This design comes from an exercise in tuning for small area, a short achievable clock period and few clock cycles per item on the open sky130 flow, not from production work.
Only simulation tests tie the RTL to the original design; equivalence was not proved.
No activity file was given, so power comes from the tool's default toggle rates.

==> flow/design.v, too long to show whole: its modules and the start of the top module <==
// module fir_pcm_mac: 5954 lines
// module fir_filter_pcm16: 183 lines
module fir_filter_pcm16 #(
  parameter int TAPS = 32
) (
  input  wire logic               clk,
  input  wire logic               rst_n,
  input  wire logic               in_valid,
  output logic                    in_ready,
  input  wire logic               in_command,
  input  wire logic [4:0]         in_tap_index,
  input  wire logic signed [17:0] in_coefficient,
  input  wire logic signed [15:0] in_sample,
  input  wire logic               in_start_of_stream,
  output logic                    out_valid,
  input  wire logic               out_ready,
  output logic signed [15:0]      out_sample,
  output logic                    out_saturated,
  input  wire logic               cfg_wr_en,
  input  wire logic [5:0]         cfg_wr_data
);
  // ...
==> flow/run.sh <==
#!/bin/bash
# synth_recipe.tcl (not shown) runs the flow's synth.tcl, then flattens the netlist and writes it again
# the make line also repeats each setting of config.mk as NAME=value (left out here)
make -C /OpenROAD-flow-scripts/flow DESIGN_CONFIG=/design/flow/config.mk WORK_HOME=/design/flow/orfs CLKGATE_MAP_FILE= SYNTH_SCRIPT=/design/flow/synth_recipe.tcl finish
==> flow/config.mk <==
export PLATFORM = sky130hd
export DESIGN_NAME = fir_filter_pcm16
export DESIGN_NICKNAME = fir_filter_pcm16
export VERILOG_FILES = /design/flow/design.v
export SDC_FILE = /design/flow/constraint.sdc
export NUM_CORES = 4
export LEC_CHECK = 0
export ABC_AREA = 1
export CAP_MARGIN = 20
export CORE_MARGIN = 2
export CORE_UTILIZATION = 40
export PLACE_DENSITY = 0.6
export SETUP_SLACK_MARGIN = 3.8
export SLEW_MARGIN = 20
==> flow/constraint.sdc <==
create_clock -name core_clock -period 8.0 [get_ports {clk}]
set_input_delay 1.6000 -clock core_clock [delete_from_list [all_inputs] [get_ports {clk}]]
set_output_delay 1.6000 -clock core_clock [all_outputs]
set_load 0.01 [all_outputs]
==> metrics.md, run 1 <==
| Metric | Value |
|---|---|
| # diodes | 71 |
| Critical Path Sink Type | flop |
| Count leader, synth | inv_1 |
| Seq_cells | 2727 |
| Cts-stage hold buffer count | 0 |
| Total Routing Usage GR | 0.419 |
| Switch share | 0.291 |
| Max FFs per register | 576 |
| Status | timing/DRC/antenna clean |
| DRC | 0 |
| Post-layout utilization of the core | 0.444 |
| Synth Area in Simple Gates | 0.0641 |
| Slew Limit Fails | 0 |
| Synthesized area | 184000 um2 |
| Final wirelength | around 990 mm |
| Pre-CTS setup slack | 2960 ps |
| Post-Synth XOR/XNOR Area | 0.121 |
| Multi-input logic cell count | 10888 |
| Yosys cell types | 59 |
| Setup Skew | 71.4 ps |
| Mux cell area share after synthesis | 0.00226 |
| Met2 Usage GRT | 0.594 |
| R2r worst-path depth | 8 |
| Tap cells | 6149 |
| Footprint of the multi-input gates | 104000 um2 |
| Total number of vias | 139898 |
| Unrepaired setup endpoints after global routing | true |
| CP max stage delay | 980 ps |
| Setup ws final | 3640 ps |
| Top delay family on crit path | adder cells |
| Share of the synthesized area in the top cell type | 0.267 |
| PnR Total Power | 35.5 mW |
| Worst Path Max Fanout | 16 |
| CP Capture Point | u_mac.r1[232] |
| Crit Path Class | reg -> reg |
| Design Area, Final | 204000 um2 |
| Biggest register | coef_r |
| Via/cell ratio | 5.86 |
| I/O Pins | just over 70 |
| Post-synthesis compound-gate area fraction | 0.102 |
| CP arrival | 5190 ps |
| Total grt overflow | 0 |
| Drt wl/cell | 41.6 um |
| Met3 WL | around 120 mm |
Testbench counts, summed over its fixed seeds: cycles 5,271, items 2,263.
==> run 2: changes to the inputs <==
--- a/flow/config.mk
+++ b/flow/config.mk
@@ -9,6 +9,7 @@
 export CAP_MARGIN = 20
 export CORE_MARGIN = 2
 export CORE_UTILIZATION = 40
-export PLACE_DENSITY = 0.6
-export SETUP_SLACK_MARGIN = 3.8
+export CTS_BUF_LIST = sky130_fd_sc_hd__clkbuf_4 sky130_fd_sc_hd__clkbuf_8
+export PLACE_DENSITY = 0.55
+export SETUP_SLACK_MARGIN = 4.3
 export SLEW_MARGIN = 20
==> run 2 against run 1 <==
  * The layout now fails its checks (antenna rules)
  * Hold slack lost 12 ps
  * Register-to-register slack gained 330 ps
  * Sequential share of layout area shrank 2.3 points
  * Die area is the same
  * Total power grew 0.35%
  * Wire length grew 4.1%
  * Critical path depth shrank 3
  * Core utilization grew 3.6 points
  * Design area grew 8.1%
  * Sequential cell count is the same
  * Synthesized cell count is the same
  * Maximum frequency grew 8.2%
  * Critical path type unchanged
  * Largest power group unchanged
  * Highest routed layer unchanged
==> metrics.md, run 2 <==
| Metric | Value |
|---|---|
| Syn-to-layout area delta | 19.6% (was 10.6%) |
| Part of the power in registers | 0.438 (was 0.436) |
| Crit path required time | 9020 ps (was 8830 ps) |
| First-pass GRT wire length | 1330 mm (was 1280 mm) |
| I/O Pins | 71 (unchanged) |
| Count leader, synth | inv_1 (unchanged) |
| Hold WS | 294 ps (was 306 ps) |
| Least-Margin Pin Slew | 1440 ps (was 1280 ps) |
| Vert. Die Dim | 683 um (unchanged) |
| Total grt overflow | 0 (unchanged) |
| Routability cong. | 1.12 (about the same) |
| Synthesis Warnings | 4 (unchanged) |
| Ys async rst share | 0 (unchanged) |
| Clock transition at path regs | 60 ps (about the same) |
| Most common cell after layout, fill and taps aside | xor2_1 (was inv_1) |
| VDD IR max | 183 uV (was 194 uV) |
| Most frequently used flop master after synthesis | dfxtp_1 (unchanged) |
| Initial antenna violation count | 130 (was 89) |
| Setup Viol. Count Final | 0 (unchanged) |
| Initial Util | 0.401 (unchanged) |
| Clock power share | 0.407 (was 0.435) |
| Via/cell ratio | 5.74 (was 5.86) |
| Synth top area cells | fa_1 27%, edfxtp_1 18%, dfxtp_1 17% (unchanged) |
| Biggest register | coef_r (unchanged) |
| Detailed Routing Iterations Pass 1 | 6 (was 8) |
| Drt wl/cell | 40.5 um (was 41.6 um) |
| Final wirelength | 1030 mm (was 992 mm) |
| Routed Antenna Nets | 1 (was 0) |
| Syn Area/Cell | 10.5 um2 (unchanged) |
| Pre-CTS setup slack | 3000 ps (was 2960 ps) |
| Largest net degree at the start of global routing | 139 (was 202) |
| Synthesized area | 184000 um2 (unchanged) |
| Setup ws final | 3970 ps (was 3640 ps) |
| Status | complete, but fails checks (was timing/DRC/antenna clean) |
| Post-synth EDFFs | 1122 (unchanged) |
| DP Wirelength | 822 mm (was 813 mm) |
| Critical Path Sink Type | flop (unchanged) |
| Total number of vias | 146462 (was 139898) |
| CP arrival | 5050 ps (was 5190 ps) |
| Worst Path Max Fanout | 54 (was 16) |
| Share of power burned in combinational logic | 0.156 (was 0.129) |
| Total Routing Usage GR | 0.434 (was 0.419) |
| Root Driver | clkbuf_8 (was clkbuf_16) |
| LEAKAGE | 84.3 nW (was 79.1 nW) |
| Syn nets | 20177 (unchanged) |
| Largest area contributor in the netlist | fa_1 (unchanged) |
| Seq cells post-synth | 2727 (unchanged) |
| Clock sinks | 2727 (unchanged) |
| PortBufs | 70 (unchanged) |
| Vias in the first global route | 138738 (was 133733) |
| Unrepaired setup endpoints after global routing | true (unchanged) |
| DRC | 0 (unchanged) |
| H-tree Lvls | 5 (unchanged) |
| Period utilization | 0.503 (was 0.545) |
| Slew HR | 0.0378 (was 0.145) |
| Clock Latency Late Sink | 1330 ps (was 1040 ps) |
| Cell row count | 249 (unchanged) |
| Pint | 24.8 mW (was 25.1 mW) |
| CTS buffer count | 475 (was 318) |
| Largest regs | coef_r: 576 flops, u_mac.r1: 537 flops, hist_r: 512 flops (unchanged) |
| Hold Path Class | reg -> reg (unchanged) |
| Max-Cap Viols | 0 (unchanged) |
| Nets | 21126 (was 19995) |
| CP Launch Type | flop (unchanged) |
| SO Viols | antenna rules |
| Crit Path Class | reg -> reg (unchanged) |
| PnR Total Power | 35.6 mW (was 35.5 mW) |
| Sequential fraction of the synthesis area | 0.357 (unchanged) |
| Switch share | 0.304 (was 0.291) |
| Final hold viol count | 0 (unchanged) |
| Iteration-0 DRC Markers | 21803 (was 21135) |
| CTS max path bufs | 4 (unchanged) |
| Synth top cells by count | 2688 x inv_1, 2496 x xor2_1, 2460 x fa_1, 2176 x o22ai_1, 1816 x nand2_1 (unchanged) |
| Max Clock Freq | 248 MHz (was 229 MHz) |
| Share of cells above drive strength 1 | 0.229 (was 0.0869) |
| CTS tree | built (unchanged) |
| Max FFs per register | 576 (unchanged) |
| Tmin final | 4030 ps (was 4360 ps) |
| Chip width | 683 um (unchanged) |
| Cell count after synthesis | 17578 (unchanged) |
| Setup Skew | 158 ps (was 71.4 ps) |
| Pwr dens | 161 nW/um2 (was 174 nW/um2) |
| Die ar. | 467000 um2 (unchanged) |
| Share of the synthesized area in the top cell type | 0.267 (unchanged) |
| Switching Power | 10.8 mW (was 10.3 mW) |
| Cts-stage hold buffer count | 0 (unchanged) |
| Yosys cell types | 59 (unchanged) |
| Slew Limit Fails | 0 (unchanged) |
| Core area | 460000 um2 (unchanged) |
| Commonest cells after routing, fill and taps aside | 2383 x xor2_1, 2256 x inv_1, 1997 x o22ai_1 (was 2607 x inv_1, 2494 x xor2_1, 2439 x fa_1) |
-- run 2: changes by cell type in the layout (fill, tap and decap cells not counted), moves of 336 or more --
cell and change:
fa_1 -452, fa_2 +452, buf_4 +705, diode_2 +336, inv_1 -351, clkbuf_8 +530
-- run 2: timing repair --
action / CTS / global route
pin swaps: 191 / 360
gates cloned: 3 / 4
resized for setup: 1492 / 847
setup buffers: 795 / 312
setup endpoints to repair: 725 / 422
-- run 2: critical path, cell delays in order (launching register included) --
cell     delay (ps)
dfxtp_4         730
buf_4           650
buf_12          390
buf_4           600
nand2_1         100
nand2_1        1060
-- run 2: layout make-up --
type                       instances  area, um2
timing repair buffer            1331      13100
multi-input combinational      10888     108000
fill                           42939     239000
tap                             6149       7690
clock buffer                     752       9180
timing repair inverter             5       27.5
inverter                        3099      14100
antenna                          407       1020
clock inverter                   138       1500
sequential                      2727      66200
-- run 2: final timing paths --
| check | endpoint | cells after the start | from | slack (ps) |
|---|---|---|---|---|
| worst max-delay path | opc_r[195] | 5 | op_sel_r | 3970 |
| worst min register to register | u_mac.r2[1] | 0 | u_mac.r1[1] | 290 |
| worst min-delay path | u_mac.r2[1] | 0 | u_mac.r1[1] | 290 |
| worst max register to register | opc_r[195] | 5 | op_sel_r | 3970 |
-- run 2: cell families after synthesis --
| kind of cell | count (synthesis) | synth area share |
|---|---|---|
| simple gates | 2765 | 0.0641 |
| compound gates | 2989 | 0.102 |
| mux | 37 | 0.00226 |
| fa+ha+maj | 2547 | 0.273 |
| xor+xnor | 2550 | 0.121 |
| flops | 2727 | 0.357 |
| buf+inv | 3963 | 0.0809 |
-- run 2: through the flow --
step | cells | utilization | area, um2 | TNS (ps)
finish | 25496 | 0.480 | 221000 | 0
global route | 25399 | 0.480 | 220000 | 0
CTS | 24769 | 0.465 | 214000 | 0
detailed placement | 23081 | 0.415 | 191000 | 0
global placement | 23080 | 0.415 | 191000 | 0
floorplan | 17578 | - | 184000 | -948380
-- run 2: layer usage --
metal  share of wire  wire length [um]  vias up  GRT usage
met3            0.11            116000     2299      0.130
met4           0.095             97900       56      0.321
li1                -                 -    59146          -
met5         0.00037               380        -          0
met2            0.42            436000    10108      0.634
met1            0.37            382000    74853      0.542
-- run 2: power by group through the flow --
stage	clock network, mW	logic, mW	registers, mW
2_1_floorplan	0	2.89	15.5
3_3_place_gp	0	4.38	15.8
3_5_place_dp	0	4.40	15.8
4_1_cts	14.6	5.07	15.5
5_1_grt	15.2	5.90	15.6
6_report	14.5	5.53	15.6
==> module fir_filter_pcm16, before the edit <==
module fir_filter_pcm16 #(
  parameter int TAPS = 32
) (
  input  wire logic               clk,
  input  wire logic               rst_n,
  input  wire logic               in_valid,
  output logic                    in_ready,
  input  wire logic               in_command,
  input  wire logic [4:0]         in_tap_index,
  input  wire logic signed [17:0] in_coefficient,
  input  wire logic signed [15:0] in_sample,
  input  wire logic               in_start_of_stream,
  output logic                    out_valid,
  input  wire logic               out_ready,
  output logic signed [15:0]      out_sample,
  output logic                    out_saturated,
  input  wire logic               cfg_wr_en,
  input  wire logic [5:0]         cfg_wr_data
);
  localparam int NS = 3;    
  localparam int QD = 4 + NS;      
  logic              in_ready_r;
  logic [5:0]        taps_r;      
  logic [TAPS-1:0]   fill_r;      
  logic [TAPS-1:0]   cvalid_r;    
  logic [TAPS-1:0]   mask_r;      
  logic [15:0]       hist_r [TAPS];
  logic [17:0]       coef_r [TAPS];
  logic              in_acc, do_filt, do_coef, take;
  logic [TAPS-1:0]   tap_on, fill_nxt, cvalid_nxt;
  assign in_acc  = in_valid && in_ready_r;
  assign do_filt = in_acc && in_command;
  assign do_coef = in_acc && !in_command;
  always_comb begin
    for (int n = 0; n < TAPS; n++) tap_on[n] = 6'(n) < taps_r;
  end
  always_comb begin
    fill_nxt = fill_r;
    if (!rst_n) fill_nxt = '0;
    else if (do_filt) fill_nxt = in_start_of_stream ? TAPS'(1) : {fill_r[TAPS-2:0], 1'b1};
    cvalid_nxt = cvalid_r;
    if (!rst_n) cvalid_nxt = '0;
    else if (do_coef) cvalid_nxt[in_tap_index] = 1'b1;
  end
  always_ff @(posedge clk) begin
    if (!rst_n)         taps_r <= 6'd1;
    else if (cfg_wr_en) taps_r <= (cfg_wr_data > 6'd32) ? 6'd32 : cfg_wr_data;
    fill_r   <= fill_nxt;
    cvalid_r <= cvalid_nxt;
    mask_r   <= cvalid_nxt & fill_nxt & tap_on;
  end
  always_ff @(posedge clk) begin
    if (do_filt) begin
      hist_r[0] <= in_sample;
      for (int n = 1; n < TAPS; n++) hist_r[n] <= hist_r[n-1];
    end
    if (do_coef) coef_r[in_tap_index] <= in_coefficient;
  end
  logic op_v_r, op_first_r, op_last_r, op_sel_r;
  logic [NS-1:0] st_v_r, st_first_r, st_last_r;
  logic v2_r;
  logic need_b;
  assign need_b = !in_start_of_stream && fill_r[15] && tap_on[16];
  always_ff @(posedge clk) begin
    if (!rst_n) begin
      op_v_r <= 1'b0;
      st_v_r <= '0;
      v2_r   <= 1'b0;
    end else begin
      op_v_r <= do_filt || (op_v_r && !op_last_r);
      st_v_r <= {st_v_r[NS-2:0], op_v_r};
      v2_r   <= st_v_r[NS-1] && st_last_r[NS-1];
    end
  end
  always_ff @(posedge clk) begin
    op_first_r <= do_filt;
    op_last_r  <= do_filt ? !need_b : 1'b1;
    op_sel_r   <= !do_filt;
    st_first_r <= {st_first_r[NS-2:0], op_first_r};
    st_last_r  <= {st_last_r[NS-2:0], op_last_r};
  end
  logic [16*24-1:0] dig_r;
  logic [16*18-1:0] opc_r;
  always_ff @(posedge clk) begin
    for (int n = 0; n < 16; n++) begin
      logic [15:0] x;
      logic [16:0] xe;
      if (op_sel_r) begin
        x = mask_r[n+16] ? hist_r[n+16] : 16'd0;
        opc_r[18*n +: 18] <= coef_r[n+16];
      end else begin
        x = mask_r[n] ? hist_r[n] : 16'd0;
        opc_r[18*n +: 18] <= coef_r[n];
      end
      xe = {x, 1'b0};
      for (int j = 0; j < 8; j++) begin
        dig_r[24*n + 3*j]     <= xe[2*j+1] ^ xe[2*j];
        dig_r[24*n + 3*j + 1] <= (xe[2*j+2] & ~xe[2*j+1] & ~xe[2*j]) |
                                 (~xe[2*j+2] & xe[2*j+1] & xe[2*j]);
        dig_r[24*n + 3*j + 2] <= xe[2*j+2];
      end
    end
  end
  logic [38:0] sum_s, sum_c, acc_s_r, acc_c_r, acc_s, acc_c;
  assign acc_s = st_first_r[NS-1] ? 39'd0 : acc_s_r;
  assign acc_c = st_first_r[NS-1] ? 39'd0 : acc_c_r;
  fir_pcm_mac u_mac (
    .clk   (clk),
    .dig   (dig_r),
    .coef  (opc_r),
    .acc_s (acc_s),
    .acc_c (acc_c),
    .sum_s (sum_s),
    .sum_c (sum_c)
  );
  always_ff @(posedge clk) begin
    acc_s_r <= sum_s;
    acc_c_r <= sum_c;
  end
  logic [38:0] sum;
  logic [23:0] hi;        
  logic        lonz;      
  assign sum    = acc_s_r + acc_c_r;
  assign hi     = sum[38:15];
  assign lonz   = |sum[14:0];
  logic        neg, inrange, edge_c, sat;
  logic [15:0] res;
  always_comb begin
    neg     = hi[23];
    inrange = &hi[23:15];
    edge_c  = (&hi[23:16]) && !hi[15] && (&hi[14:0]) && lonz;
    if (!neg) begin
      sat = |hi[23:15];
      res = sat ? 16'h7fff : hi[15:0];
    end else begin
      sat     = !inrange && !edge_c;
      res     = sat ? 16'h8000 : (hi[15:0] + {15'd0, lonz});
    end
  end
  logic [16:0]   q_r [QD];
  logic [QD-1:0] occ_r;
  logic [QD-1:0] wr_keep, wr_take;    
  logic [3:0]    out_r;               
  logic          cap_keep, cap_inc, cap_dec;
  assign take = occ_r[0] && out_ready;
  always_comb begin
    for (int i = 0; i < QD; i++) begin
      wr_keep[i] = !occ_r[i] && (i == 0 || occ_r[(i > 0) ? i-1 : 0]);
      wr_take[i] = occ_r[i] && (i == QD-1 || !occ_r[(i < QD-1) ? i+1 : i]);
    end
  end
  always_ff @(posedge clk) begin
    for (int i = 0; i < QD; i++) begin
      if (take) begin
        if (v2_r && wr_take[i])  q_r[i] <= {sat, res};
        else if (i < QD-1)       q_r[i] <= q_r[(i < QD-1) ? i+1 : i];
      end else if (v2_r && wr_keep[i]) begin
        q_r[i] <= {sat, res};
      end
    end
  end
  assign cap_keep = out_r < 4'(QD);
  assign cap_inc  = out_r < 4'(QD - 1);
  assign cap_dec  = out_r < 4'(QD + 1);
  always_ff @(posedge clk) begin
    if (!rst_n) begin
      occ_r      <= '0;
      out_r      <= '0;
      in_ready_r <= 1'b1;
    end else begin
      if (take) occ_r <= v2_r ? occ_r : {1'b0, occ_r[QD-1:1]};
      else      occ_r <= v2_r ? {occ_r[QD-2:0], 1'b1} : occ_r;
      out_r <= out_r + {3'd0, do_filt} - {3'd0, take};
      if (do_filt && !take)      in_ready_r <= cap_inc && !need_b;
      else if (!do_filt && take) in_ready_r <= cap_dec;
      else                       in_ready_r <= cap_keep && !(do_filt && need_b);
    end
  end
  assign out_valid     = occ_r[0];
  assign in_ready      = in_ready_r;
  assign out_sample    = q_r[0][15:0];
  assign out_saturated = q_r[0][16];
endmodule
==> run 3: changes to the inputs <==
--- a/flow/design.v
+++ b/flow/design.v
@@ -6044,10 +6044,10 @@
       logic [16:0] xe;
       if (op_sel_r) begin
         x = mask_r[n+16] ? hist_r[n+16] : 16'd0;
-        opc_r[18*n +: 18] <= coef_r[n+16];
+        opc_r[18*n +: 18] <= ~coef_r[n+16];
       end else begin
         x = mask_r[n] ? hist_r[n] : 16'd0;
-        opc_r[18*n +: 18] <= coef_r[n];
+        opc_r[18*n +: 18] <= ~coef_r[n];
       end
       xe = {x, 1'b0};
       for (int j = 0; j < 8; j++) begin
@@ -6064,7 +6064,7 @@
   fir_pcm_mac u_mac (
     .clk   (clk),
     .dig   (dig_r),
-    .coef  (opc_r),
+    .coef  (~opc_r),
     .acc_s (acc_s),
     .acc_c (acc_c),
     .sum_s (sum_s),
--- a/flow/config.mk
+++ b/flow/config.mk
@@ -10,6 +10,8 @@
 export CORE_MARGIN = 2
 export CORE_UTILIZATION = 40
 export CTS_BUF_LIST = sky130_fd_sc_hd__clkbuf_4 sky130_fd_sc_hd__clkbuf_8
-export PLACE_DENSITY = 0.55
-export SETUP_SLACK_MARGIN = 4.3
+export CTS_CLUSTER_DIAMETER = 80
+export CTS_CLUSTER_SIZE = 12
+export PLACE_DENSITY = 0.5
+export SETUP_SLACK_MARGIN = 4.0
 export SLEW_MARGIN = 20
==> run 3 against run 2 <==
  * The run now finishes clean
  * Highest routed layer unchanged
  * Register-to-register slack worse by 70 ps
  * Synthesized area is 0.30% lower
  * Core utilization is 5.2 points lower
  * Largest cell class unchanged
  * Global-route usage is 4.5 points lower
  * Sequential share of layout area is 3.6 points higher
  * Sequential cell count stayed put
  * Clock power is 33% lower
  * Sequential power hardly changed
  * Worst setup slack worse by 72 ps
  * Final cell count is 10% lower
  * Clock skew is 29 ps lower
  * Maximum frequency is 1.8% lower
==> metrics.md, run 3 <==
| Metric | Value |
|---|---|
| Total grt overflow | 0 (unchanged) |
| Max-Cap Viols | 0 (unchanged) |
| Crit Path Class | reg -> reg (unchanged) |
| Routability cong. | 1.12 (about the same) |
| Nets | 19043 (was 21126) |
| Synth top cells by count | 2469 x xor2_1, 2460 x fa_1, 2398 x inv_1, 2176 x o22ai_1, 1605 x dfxtp_1 (was 2688 x inv_1, 2496 x xor2_1, 2460 x fa_1, 2176 x o22ai_1, 1816 x nand2_1) |
| Critical R2R Capture | u_mac.r1[228] (was opc_r[195]) |
| Die ar. | 465000 um2 (was 467000 um2) |
| Root Driver | clkbuf_8 (unchanged) |
| Setup Skew | 129 ps (was 158 ps) |
| PortBufs | 70 (unchanged) |
| Chip width | 682 um (was 683 um) |
| PnR Total Power | 29.5 mW (was 35.6 mW) |
| Setup Viol. Count Final | 0 (unchanged) |
| H-tree Lvls | 5 (unchanged) |
| Tmin final | 4100 ps (was 4030 ps) |
| Iteration-0 DRC Markers | 20707 (was 21803) |
| CP max stage delay | 1040 ps (was 1060 ps) |
| Count leader, synth | xor2_1 (was inv_1) |
| Most common cell after layout, fill and taps aside | xor2_1 (unchanged) |
| Clock Latency Late Sink | 1260 ps (was 1330 ps) |
| Crit path cell chain | o22ai_1 -> xor2_1 -> fa_1 -> fa_1 -> fa_1 -> inv_1 -> fa_1 (was buf_4 -> buf_12 -> buf_4 -> nand2_1 -> nand2_1) |
| Cts-stage hold buffer count | 0 (unchanged) |
| Placed cell area | 189000 um2 (was 191000 um2) |
| Detailed Routing Iterations Pass 1 | 9 (was 6) |
| Cell row count | 249 (unchanged) |
| Post-synth EDFFs | 1122 (unchanged) |
| Total Routing Usage GR | 0.389 (was 0.434) |
| Largest regs | coef_r: 576 flops, u_mac.r1: 537 flops, hist_r: 512 flops (unchanged) |
| Final hold viol count | 0 (unchanged) |
| Hold Startpoint | st_first_r[1] (was u_mac.r1[1]) |
| Syn nets | 19597 (was 20177) |
| CP arrival | 5090 ps (was 5050 ps) |
| Crit path required time | 8990 ps (was 9020 ps) |
| Biggest register | coef_r (unchanged) |
| DP Wirelength | 745 mm (was 822 mm) |
| Synthesis Warnings | 4 (unchanged) |
| Syn Area/Cell | 10.8 um2 (was 10.5 um2) |
| Max Clock Freq | 244 MHz (was 248 MHz) |
| Period utilization | 0.512 (was 0.503) |
| Initial Util | 0.401 (about the same) |
| Clock transition at path regs | 90 ps (was 60 ps) |
| Synthesized area | 184000 um2 (about the same) |
| Synth top area cells | fa_1 27%, edfxtp_1 18%, dfxtp_1 17% (unchanged) |
| Worst hold path depth | 0 (unchanged) |
| Commonest cells after routing, fill and taps aside | 2462 x xor2_1, 2413 x fa_1, 2377 x inv_1 (was 2383 x xor2_1, 2256 x inv_1, 1997 x o22ai_1) |
| Status | timing/DRC/antenna clean (was complete, but fails checks) |
| CP Launch Type | flop (unchanged) |
| Vias in the first global route | 129018 (was 138738) |
| Routed Antenna Nets | 0 (was 1) |
| Drt wl/cell | 40.2 um (was 40.5 um) |
| Most frequently used flop master after synthesis | dfxtp_1 (unchanged) |
| Worst Path Max Fanout | 16 (was 54) |
| Crit Reg-Reg Startpoint | opc_r[258] (was op_sel_r) |
| I/O Pins | 71 (unchanged) |
| Share of the synthesized area in the top cell type | 0.268 (was 0.267) |
| Worst Hold End | st_first_r[2] (was u_mac.r2[1]) |
| Vert. Die Dim | 682 um (was 683 um) |
| VDD IR max | 228 uV (was 183 uV) |
| Syn-to-layout area delta | 6.96% (was 19.6%) |
| Max FFs per register | 576 (unchanged) |
| CTS buffer count | 284 (was 475) |
| Core area | 459000 um2 (was 460000 um2) |
| Slew HR | 0.119 (was 0.0378) |
| CTS tree | built (unchanged) |
| Seq cells post-synth | 2727 (unchanged) |
| Largest net degree at the start of global routing | 133 (was 139) |
| Worst path slowest cell | dfxtp_1 (was nand2_1) |
| Pwr dens | 150 nW/um2 (was 161 nW/um2) |
| Largest area contributor in the netlist | fa_1 (unchanged) |
| Design Area, Final | 197000 um2 (was 221000 um2) |
| Cell count after synthesis | 16998 (was 17578) |
| R2r worst-path depth | 7 (was 5) |
| Total number of vias | 134009 (was 146462) |
| Sequential fraction of the synthesis area | 0.358 (was 0.357) |
| Ys async rst share | 0 (unchanged) |
| Hold Path Class | reg -> reg (unchanged) |
| Yosys cell types | 58 (was 59) |
| First-pass GRT wire length | 1200 mm (was 1330 mm) |
| Via/cell ratio | 5.86 (was 5.74) |
| Unrepaired setup endpoints after global routing | false (was true) |
| Initial antenna violation count | 86 (was 130) |
| Critical Path Sink Type | flop (unchanged) |
| DRC | 0 (unchanged) |
| Slew Limit Fails | 0 (unchanged) |
| Final wirelength | 919 mm (was 1030 mm) |
| Least-Margin Pin Slew | 1310 ps (was 1440 ps) |
| LEAKAGE | 75.1 nW (was 84.3 nW) |
| Most used cell, CP | fa_1 |
| Share of cells above drive strength 1 | 0.0963 (was 0.229) |
| Clock sinks | 2727 (unchanged) |
| FF-to-FF setup slack | 3900 ps (was 3970 ps) |
| CTS max path bufs | 4 (unchanged) |
[run 3: worst max path at each step]
| stage | start | endpoint | slack [ps] | cells past startpoint |
|---|---|---|---|---|
| after CTS | dig_r[197] | u_mac.r1[142] | 3950 | 7 |
| after detailed placement | in_valid | coef_r[0][14] | 2660 | 5 |
| after global routing | dig_r[227] | u_mac.r1[289] | 4000 | 7 |
| after floorplan | in_valid | out_r[1] | -2360 | 6 |
| final | opc_r[258] | u_mac.r1[228] | 3900 | 7 |
| after global placement | in_valid | coef_r[16][13] | 2700 | 5 |
[run 3: through the flow]
step	hold slack, ps	setup slack (ps)	TNS [ps]	std cells	util
after floorplan	310	-2360	-948380	16998	-
after global placement	312	2700	0	22272	0.413
after detailed placement	312	2660	0	22276	0.413
after CTS	329	3950	0	22761	0.427
after global routing	340	4000	0	22786	0.428
final	329	3900	0	22853	0.429
[run 3: cell families after synthesis]
logic type	Yosys count	synth area share
AO/OA/AOI/OAI	3020	0.103
AND/OR/NAND/NOR	1948	0.0471
multiplexers	288	0.0157
XOR/XNOR	2562	0.122
buffers and inverters	3906	0.0802
flip-flops	2727	0.358
adder cells (fa/ha/maj)	2547	0.274
[run 3: worst max-delay path, delay by kind of cell, from the launching register on]
kind | cells | cell delay, ps
AO/OA/AOI/OAI | 1 | 170
XOR/XNOR | 1 | 210
adder cells (fa/ha/maj) | 4 | 2380
buffers and inverters | 1 | 100
flip-flops | 1 | 1040
[run 3: power breakdown]
part           total (mW)  internal [mW]  switching (mW)
clock network        9.74           4.20            5.54
logic                4.03           1.21            2.82
registers            15.7           15.0           0.719
[run 3: per-layer routing]
| layer | wire (um) | GRT usage | vias up | part of all wire |
|---|---|---|---|---|
| li1 | - | - | 54198 | - |
| met1 | 343000 | 0.489 | 68979 | 0.37 |
| met2 | 376000 | 0.546 | 8966 | 0.41 |
| met3 | 114000 | 0.139 | 1828 | 0.12 |
| met4 | 86000 | 0.291 | 38 | 0.094 |
| met5 | 468 | 0.000104 | - | 0.00051 |
[run 3: layout make-up]
| cell class | instances | area, um2 |
|---|---|---|
| Clock buffer | 420 | 4970 |
| Antenna cell | 69 | 173 |
| Clock inverter | 57 | 669 |
| Sequential cell | 2727 | 66100 |
| Fill cell | 44124 | 262000 |
| Tap cell | 6149 | 7690 |
| Multi-Input combinational cell | 10365 | 104000 |
| Timing Repair Buffer | 266 | 2200 |
| Inverter | 2800 | 11100 |
[run 3: timing repair]
action | CTS | global route
setup endpoints to repair | 500 | 301
gates resized for setup | 420 | 214
setup buffers | 8 | 4
pin swaps | 4 | 4
endpoints found under the hold margin | 0 | 0
gates cloned | 0 | 0
Testbench counts of run 3, summed over its fixed seeds: cycles 5,271, items 2,263.
==> run 4: changes to the inputs <==
--- a/flow/config.mk
+++ b/flow/config.mk
@@ -10,8 +10,8 @@
 export CORE_MARGIN = 2
 export CORE_UTILIZATION = 40
 export CTS_BUF_LIST = sky130_fd_sc_hd__clkbuf_4 sky130_fd_sc_hd__clkbuf_8
-export CTS_CLUSTER_DIAMETER = 80
-export CTS_CLUSTER_SIZE = 12
-export PLACE_DENSITY = 0.5
+export CTS_CLUSTER_DIAMETER = 70
+export CTS_CLUSTER_SIZE = 10
+export PLACE_DENSITY = 0.6
 export SETUP_SLACK_MARGIN = 4.0
 export SLEW_MARGIN = 20
==> run 4 against run 3 <==
  * Hold slack worse by 2.0 ps
  * Via count is 1.2% higher
  * Non-clock buffer count is 40 lower
  * Sequential power hardly changed
  * Combinational power is 2% lower
  * Global-route usage is 0.19 points lower
  * Highest routed layer unchanged
  * Largest power group unchanged
==> metrics.md, run 4 <==
| Metric | Value |
|---|---|
| Synth top cells by count | 2469 x xor2_1, 2460 x fa_1, 2398 x inv_1, 2176 x o22ai_1, 1605 x dfxtp_1 (unchanged) |
| Post-synth EDFFs | 1122 (unchanged) |
| Syn nets | 19597 (unchanged) |
| Synthesis Warnings | 4 (unchanged) |
| CP Launch Type | flop (unchanged) |
| Tmin final | 4140 ps (was 4100 ps) |
| Most frequently used flop master after synthesis | dfxtp_1 (unchanged) |
| Max FFs per register | 576 (unchanged) |
| Crit path required time | 9140 ps (was 8990 ps) |
| Clock power share | 0.362 (was 0.330) |
| Routability cong. | 1.13 (was 1.12) |
| Final Non-Filler Cells | 22900 (was 22853) |
| Share of power burned in combinational logic | 0.128 (was 0.137) |
| PnR Total Power | 30.9 mW (was 29.5 mW) |
| Core area | 459000 um2 (unchanged) |
| CP max stage delay | 1020 ps (was 1040 ps) |
| Period utilization | 0.517 (was 0.512) |
| Count leader, synth | xor2_1 (unchanged) |
| Synthesized area | 184000 um2 (unchanged) |
| Most used cell, CP | fa_1 (unchanged) |
| Max Clock Freq | 242 MHz (was 244 MHz) |
| Iteration-0 DRC Markers | 20820 (was 20707) |
| Clock Latency Late Sink | 1310 ps (was 1260 ps) |
| Switch share | 0.303 (was 0.308) |
| Pwr dens | 156 nW/um2 (was 150 nW/um2) |
| Vias in the first global route | 130592 (was 129018) |
| Max-Cap Viols | 0 (unchanged) |
| VDD IR max | 182 uV (was 228 uV) |
| Pint | 21.6 mW (was 20.4 mW) |
| Share of cells above drive strength 1 | 0.0989 (was 0.0963) |
| Hold Path Class | reg -> reg (unchanged) |
| Via/cell ratio | 5.92 (was 5.86) |
| Footprint of the multi-input gates | 104000 um2 (about the same) |
| Cell count after synthesis | 16998 (unchanged) |
| Worst path slowest cell | dfxtp_1 (unchanged) |
| LEAKAGE | 75.7 nW (was 75.1 nW) |
| Largest area contributor in the netlist | fa_1 (unchanged) |
| Crit path from | opc_r[212] (was opc_r[258]) |
| Switching Power | 9.38 mW (was 9.07 mW) |
| H-tree Lvls | 5 (unchanged) |
| Initial antenna violation count | 108 (was 86) |
| Cell row count | 249 (unchanged) |
| Final TNS setup | 0 ps (unchanged) |
| First-pass GRT wire length | 1200 mm (about the same) |
| Routed Antenna Nets | 0 (unchanged) |
| Most common cell after layout, fill and taps aside | xor2_1 (unchanged) |
| Clock transition at path regs | 80 ps (was 90 ps) |
| Clock sinks | 2727 (unchanged) |
| Status | timing/DRC/antenna clean (unchanged) |
| Slew HR | 0.155 (was 0.119) |
| Largest net degree at the start of global routing | 158 (was 133) |
| Part of the power in registers | 0.510 (was 0.533) |
| Grt met3 use | 0.138 (was 0.139) |
| Sequential fraction of the synthesis area | 0.358 (unchanged) |
| Commonest cells after routing, fill and taps aside | 2467 x xor2_1, 2425 x fa_1, 2379 x inv_1 (was 2462 x xor2_1, 2413 x fa_1, 2377 x inv_1) |
| I/O Pins | 71 (unchanged) |
| Final wirelength | 915 mm (was 919 mm) |
| Share of the synthesized area in the top cell type | 0.268 (unchanged) |
| Met2 Usage GRT | 0.550 (was 0.546) |
| Vert. Die Dim | 682 um (unchanged) |
| CP arrival | 5280 ps (was 5090 ps) |
| Slew Limit Fails | 0 (unchanged) |
| Seq cells post-synth | 2727 (unchanged) |
| DRC | 0 (unchanged) |
| Grt peak-use layer | met2 (unchanged) |
| Final hold viol count | 0 (unchanged) |
| Yosys cell types | 58 (unchanged) |
| Crit Reg-Reg Startpoint | opc_r[212] (was opc_r[258]) |
| Detailed Routing Iterations Pass 1 | 9 (unchanged) |
| Drt wl/cell | 40.0 um (was 40.2 um) |
| Largest regs | coef_r: 576 flops, u_mac.r1: 537 flops, hist_r: 512 flops (unchanged) |
| PortBufs | 70 (unchanged) |
| Total grt overflow | 0 (unchanged) |
| Synth top area cells | fa_1 27%, edfxtp_1 18%, dfxtp_1 17% (unchanged) |
| Critical Path Sink Type | flop (unchanged) |
| Setup Viol. Count Final | 0 (unchanged) |
| Unrepaired setup endpoints after global routing | true (was false) |
| Crit path cell chain | o22ai_1 -> xor2_1 -> fa_1 -> fa_1 -> fa_1 -> fa_1 (was o22ai_1 -> xor2_1 -> fa_1 -> fa_1 -> fa_1 -> inv_1 -> fa_1) |
| Syn-to-layout area delta | 7.50% (was 6.96%) |
| Initial Util | 0.401 (unchanged) |
| Ys async rst share | 0 (unchanged) |
| Post-layout utilization of the core | 0.431 (was 0.429) |
| Register area | 66100 um2 (about the same) |
| Root Driver | clkbuf_8 (unchanged) |
| Crit Path Class | reg -> reg (unchanged) |
| Syn Area/Cell | 10.8 um2 (unchanged) |
| Hold Startpoint | st_first_r[1] (unchanged) |
| CTS buffer count | 340 (was 284) |
| Biggest register | coef_r (unchanged) |
| CTS tree | built (unchanged) |
| Chip width | 682 um (unchanged) |
| Nets | 19059 (was 19043) |
| Total number of vias | 135652 (was 134009) |
| Die ar. | 465000 um2 (unchanged) |
| Least-Margin Pin Slew | 1270 ps (was 1310 ps) |
| Total Routing Usage GR | 0.387 (was 0.389) |
| Dpl cells | 22237 (was 22276) |
| DP Wirelength | 741 mm (was 745 mm) |
| Crit path buffers/inverters | 0 (was 1) |
| Top delay family on crit path | adder cells (unchanged) |
| Worst Path Max Fanout | 16 (unchanged) |
| CTS max path bufs | 4 (unchanged) |
| Fill cell count | 43811 (was 44124) |
| Met1 Use GR | 0.475 (was 0.489) |
| Setup Skew | 141 ps (was 129 ps) |
run 4: logic make-up after synthesis:
| family | synth area share |
|---|---|
| buffers and inverters | 0.0802 |
| AO/OA/AOI/OAI | 0.103 |
| flip-flops | 0.358 |
| XOR/XNOR | 0.122 |
| adder cells (fa/ha/maj) | 0.274 |
| AND/OR/NAND/NOR | 0.0471 |
| multiplexers | 0.0157 |
run 4: final timing paths:
| check | end | slack [ps] | cells after the start |
|---|---|---|---|
| min | st_first_r[2] | 330 | 0 |
| min reg2reg | st_first_r[2] | 330 | 0 |
| max | u_mac.r1[501] | 3860 | 6 |
| max reg2reg | u_mac.r1[501] | 3860 | 6 |
run 4: power groups by stage:
stage / Combinational [mW] / Sequential (mW) / Clock, mW
detailed placement: 3.68 / 16.0 / 0
CTS: 3.84 / 15.7 / 11.3
floorplan: 2.82 / 15.5 / 0
finish: 3.96 / 15.8 / 11.2
global route: 4.38 / 15.8 / 11.8
global placement: 3.65 / 16.0 / 0
run 4: final cells by class:
cell class / instances / share of cell area
sequential: 2727 / 0.334
clock inverter: 82 / 0.00556
antenna: 51 / 0.000646
multi-input combinational: 10365 / 0.525
timing repair buffer: 226 / 0.00947
tap: 6149 / 0.0389
inverter: 2800 / 0.0562
clock buffer: 500 / 0.0301
run 4: per-stage QoR:
| stage | instance area (um2) | hold slack [ps] | setup WS, ps |
|---|---|---|---|
| 3_3_place_gp | 189000 | 312 | 2940 |
| 5_1_grt | 198000 | 330 | 3970 |
| 6_report | 198000 | 327 | 3860 |
| 3_5_place_dp | 189000 | 312 | 3060 |
| 2_1_floorplan | 184000 | 310 | -2360 |
| 4_1_cts | 197000 | 329 | 4000 |
run 4: timing repair:
item,in CTS,in global routing
hold buffers,0,0
pin swaps,3,10
gates resized for setup,416,260
buffers inserted,12,9
endpoints found under the setup margin,468,247
run 4: layer usage:
| metal | wire (um) | vias up |
|---|---|---|
| li1 | - | 54300 |
| met1 | 329000 | 69190 |
| met2 | 376000 | 9889 |
| met3 | 116000 | 2227 |
| met4 | 92500 | 46 |
| met5 | 956 | - |

-- re-timing with driven ports --
In the flow no input, the clock included, has a driving cell. The finished layouts below were timed again as built, in two steps. Step 1 (the two cells are an assumption about what drives the block):
set clk [get_ports {clk}]
set_driving_cell -lib_cell sky130_fd_sc_hd__clkbuf_16 $clk
set_driving_cell -lib_cell sky130_fd_sc_hd__buf_2 [delete_from_list [all_inputs] $clk]
Step 2 times the ports against the registers' clock, not the clock port: input delays grow and output delays shrink by t, the midpoint of the rising clock arrivals with the driver on. a / b / c = ideal / step 1 / step 2; a / b = the first two.
run	shift t [ns]	setup slack, ns	clock arrival spread, ns	slew at the worst register clock pin (ns)
run 1	1.135	3.642 / 3.642 / 2.827	0.071 / 0.071	0.08 / 0.08
run 2	1.388	3.974 / 3.974 / 3.147	0.176 / 0.176	0.09 / 0.09
run 3	1.323	3.901 / 3.901 / 2.920	0.135 / 0.134	0.10 / 0.10
run 4	1.361	3.865 / 3.865 / 2.962	0.144 / 0.144	0.09 / 0.09
The setup slack of run 3, which loses most, moves by 0.000 ns with the drivers and by -0.981 ns with both steps.
